Context: an optimization exercise on an open-source flow, tuned for small area, a short achievable clock period and few clock cycles. The choices shown serve that exercise and are no tape-out recipe. At most, simulation tests tie the RTL to the original design; equivalence was not proved. Power is estimated from default activity; no workload was simulated.

11-04:
// weight_update
module weight_update
(
   input  logic  clk,
   input  logic  reset,
   input  logic  cmd_valid,
   input  logic  cmd_init,
   output logic  cmd_ready,
   input  wu_pkg::word_t weight_in,
   input  logic  weight_valid,
   output logic  weight_ready,
   input  wu_pkg::word_t gradient_in,
   input  logic  gradient_valid,
   output logic  gradient_ready,
   output wu_pkg::word_t result_out,
   output logic  result_valid,
   input  logic  result_ready,
   input  wu_pkg::len_t  total_length,
   input  wu_pkg::node_t node_id,
   input  wu_pkg::node_t num_node,
   output wu_pkg::addr_t avs_address,
   output wu_pkg::word_t avs_writedata,
   output logic  avs_read,
   output logic  avs_write,
   input  wu_pkg::word_t avs_readdata,
   input  logic  avs_waitrequest,
   input  logic  avs_readdatavalid
);
Size in the first run: ~2100 cells after synthesis, ~410 I/O pins, ~0.023 mm² of cells after synthesis.
export LEC_CHECK = 0
export ABC_CLOCK_PERIOD_IN_PS = 2500
export CAP_MARGIN = 20
export CORE_MARGIN = 2
export CORE_UTILIZATION = 50
export CTS_BUF_LIST = sky130_fd_sc_hd__clkbuf_4 sky130_fd_sc_hd__clkbuf_8
export CTS_CLUSTER_SIZE = 30
export SETUP_SLACK_MARGIN = 3.5
export SLEW_MARGIN = 20
export SYNTH_HIERARCHICAL = 1
export SYNTH_MINIMUM_KEEP_SIZE = 0
create_clock -name core_clock -period 6.0 [get_ports {clk}]
standard.sh (not shown) runs the stock make flow with config.mk's settings and CLKGATE_MAP_FILE= SYNTH_SCRIPT=/design/flow/synth_recipe.tcl, a recipe that flattens the netlist after the stock synthesis.
==> flow/flow/run.sh <==
#!/bin/bash
# Standard layout, with the smallest buffer as the port buffer instead of
# the default delay buffer (the timing repairs upsize it where needed),
# and a clock tree without dummy loads.
set -euo pipefail
bash standard.sh \
  "BUFFER_PORTS_ARGS=-buffer_cell sky130_fd_sc_hd__buf_1" \
  "CTS_ARGS=-sink_clustering_enable -repair_clock_nets -sink_clustering_size 20 -sink_clustering_max_diameter 80 -buf_list {sky130_fd_sc_hd__clkbuf_8 sky130_fd_sc_hd__clkbuf_16} -dont_use_dummy_load" \
  finish > standard.log 2>&1
Relative to 11-04, the following input files were edited for 06-22:
--- a/flow/config.mk
+++ b/flow/config.mk
@@ -11 +11 @@
-export CORE_UTILIZATION = 50
+export CORE_UTILIZATION = 40
### Flow results
06-22 | stages: all done | timing, DRC, antenna: all pass. 11-04 completed every stage of the flow, and the final layout passed the timing, DRC and antenna checks. Against 11-04, power in 06-22 fell slightly. 06-22 ended with more worst slack at placement than 11-04. Data-path buffer share of cell area in the final layout: 06-22 vs 11-04 down 1.1 points. Summary — number of antenna violations at the first check in global routing, 06-22 relative to 11-04: higher, by 3.
No run of this note included a check of the RTL's function; only the layout flow was run.

* * *

weight_update, a different RTL version from the one above (not shown whole).
Size: roughly 2100 cells after synthesis, about 410 I/O pins, roughly 23000 um2 of cells after synthesis.
==> flow/config.mk <==
export PLATFORM = sky130hd
export DESIGN_NAME = weight_update
export DESIGN_NICKNAME = weight_update
export VERILOG_FILES = /design/flow/design.v
export SDC_FILE = /design/flow/constraint.sdc
export NUM_CORES = 4
export LEC_CHECK = 0
export ABC_CLOCK_PERIOD_IN_PS = 2500
export CAP_MARGIN = 20
export CORE_MARGIN = 2
export CORE_UTILIZATION = 40
export CTS_BUF_LIST = sky130_fd_sc_hd__clkbuf_4 sky130_fd_sc_hd__clkbuf_8
export CTS_CLUSTER_SIZE = 30
export SETUP_SLACK_MARGIN = 3.5
export SLEW_MARGIN = 20
export SYNTH_HIERARCHICAL = 1
export SYNTH_MINIMUM_KEEP_SIZE = 0
==> flow/constraint.sdc <==
create_clock -name core_clock -period 6.0 [get_ports {clk}]
set_input_delay 1.2000 -clock core_clock [delete_from_list [all_inputs] [get_ports {clk}]]
set_output_delay 1.2000 -clock core_clock [all_outputs]
set_load 0.01 [all_outputs]
==> flow/flow/run.sh <==
#!/bin/bash
# Standard layout, with the smallest buffer as the port buffer instead of
# the default delay buffer (the timing repairs upsize it where needed),
# and a clock tree without dummy loads.
set -euo pipefail
bash standard.sh \
  "BUFFER_PORTS_ARGS=-buffer_cell sky130_fd_sc_hd__buf_1" \
  "CTS_ARGS=-sink_clustering_enable -repair_clock_nets -sink_clustering_size 30 -buf_list {sky130_fd_sc_hd__clkbuf_4 sky130_fd_sc_hd__clkbuf_8} -dont_use_dummy_load -distance_between_buffers 150" \
  finish > standard.log 2>&1
The baseline ran to the end with no violations.
Testbench counts at the start, summed over its fixed seeds: cycles 20,526.
==> next run, changes <==
==> flow/flow/run.sh (replaced) <==
#!/bin/bash
# Standard layout, with the smallest buffer as the port buffer instead of
# the default delay buffer (the timing repairs upsize it where needed),
# and a clock tree without dummy loads.
set -euo pipefail
bash standard.sh \
  "BUFFER_PORTS_ARGS=-buffer_cell sky130_fd_sc_hd__buf_1" \
  "CTS_ARGS=-sink_clustering_enable -repair_clock_nets -sink_clustering_size 30 -buf_list {sky130_fd_sc_hd__clkbuf_4 sky130_fd_sc_hd__clkbuf_8} -dont_use_dummy_load" \
  finish > standard.log 2>&1
--- a/flow/config.mk
+++ b/flow/config.mk
@@ -13,3 +13,3 @@
 export CTS_CLUSTER_SIZE = 30
-export SETUP_SLACK_MARGIN = 3.5
+export SETUP_SLACK_MARGIN = 3.3
 export SLEW_MARGIN = 20
Effect: Via count went down slightly. Core utilization decreases by 1.1 points. Cell count fell slightly. Synthesized cell count is unchanged. Area after synthesis is unchanged. Worst setup slack got worse by 0.16 ns. Routed wire length went down by a few percent.
==> next run, changes <==
--- a/flow/config.mk
+++ b/flow/config.mk
@@ -13,3 +13,3 @@
 export CTS_CLUSTER_SIZE = 30
-export SETUP_SLACK_MARGIN = 3.3
+export SETUP_SLACK_MARGIN = 3.7
 export SLEW_MARGIN = 20
=> The changed run finished with timing, DRC and antenna clean; routed wire length climbs by 13%; power increases by 4.9%; final area climbs by 8.1%; combinational power climbs by 17%; hold slack hardly moves; clock-buffer cell count came out higher by 2; global-route usage is higher by 1.6 points; setup slack gains 0.19 ns; sequential share of layout area decreases by 3.6 points.
==> next run, changes <==
--- a/flow/config.mk
+++ b/flow/config.mk
@@ -10,6 +10,6 @@
 export CORE_MARGIN = 2
-export CORE_UTILIZATION = 40
+export CORE_UTILIZATION = 55
 export CTS_BUF_LIST = sky130_fd_sc_hd__clkbuf_4 sky130_fd_sc_hd__clkbuf_8
 export CTS_CLUSTER_SIZE = 30
-export SETUP_SLACK_MARGIN = 3.7
+export SETUP_SLACK_MARGIN = 3.5
 export SLEW_MARGIN = 20
=> The changed run passed the timing, DRC and antenna checks; via count drops by 2.2%; synthesized area stays the same; sequential power hardly moves; wire length drops by 12%; sequential cell count does not change; design area drops by 7.0%; setup slack got worse by 0.041 ns.
==> next run, changes <==
--- a/flow/flow/run.sh
+++ b/flow/flow/run.sh
@@ -7,3 +7,3 @@
   "BUFFER_PORTS_ARGS=-buffer_cell sky130_fd_sc_hd__buf_1" \
-  "CTS_ARGS=-sink_clustering_enable -repair_clock_nets -sink_clustering_size 30 -buf_list {sky130_fd_sc_hd__clkbuf_4 sky130_fd_sc_hd__clkbuf_8} -dont_use_dummy_load" \
+  "CTS_ARGS=-sink_clustering_enable -repair_clock_nets -sink_clustering_size 20 -sink_clustering_max_diameter 80 -buf_list {sky130_fd_sc_hd__clkbuf_8 sky130_fd_sc_hd__clkbuf_16} -dont_use_dummy_load" \
   finish > standard.log 2>&1
--- a/flow/config.mk
+++ b/flow/config.mk
@@ -10,3 +10,3 @@
 export CORE_MARGIN = 2
-export CORE_UTILIZATION = 55
+export CORE_UTILIZATION = 40
 export CTS_BUF_LIST = sky130_fd_sc_hd__clkbuf_4 sky130_fd_sc_hd__clkbuf_8
After rerunning: Routed wire length rose by about 3.7%. Critical path depth stays the same. Setup slack improves by 0.015 ns.

## port drivers added, routing unchanged
Ports are ideal in the flow. The routed layouts listed here were re-timed in OpenROAD. Step 1 sets driving cells, clkbuf_16 on the clock port and buf_2 on the other inputs (assumed; they add their load-dependent delay and slew). Step 2 moves the port delays by t, midway between the first and last clock arrival at a register: inputs arrive t later, outputs are due t later. That takes back most of the time a late clock gives input paths. Slacks: no drivers / after step 1 / after step 2; pairs: no drivers / after step 1.
run	t (ns)	setup WS [ns]	worst setup path after step 2	clock arrival spread, ns
11-04	0.639	3.307 / 3.296 / 2.657	input to register	0.033 / 0.033
06-22	0.640	3.452 / 3.440 / 2.800	input to register	0.046 / 0.046
the first run of note 2	0.669	3.485 / 3.449 / 2.847	input to register	0.071 / 0.071
the second run of note 2	0.674	3.327 / 3.320 / 2.646	input to register	0.072 / 0.072
the third run of note 2	0.682	3.519 / 3.469 / 2.925	input to register	0.043 / 0.043
the fourth run of note 2	0.651	3.478 / 3.500 / 2.851	input to register	0.023 / 0.023
the fifth run of note 2	0.637	3.493 / 3.463 / 2.888	input to register	0.042 / 0.042
After both steps setup and hold are still met in every run listed. The setup slack of the second run of note 2, which loses most, moves by -0.007 ns with the drivers and by -0.681 ns with both steps.
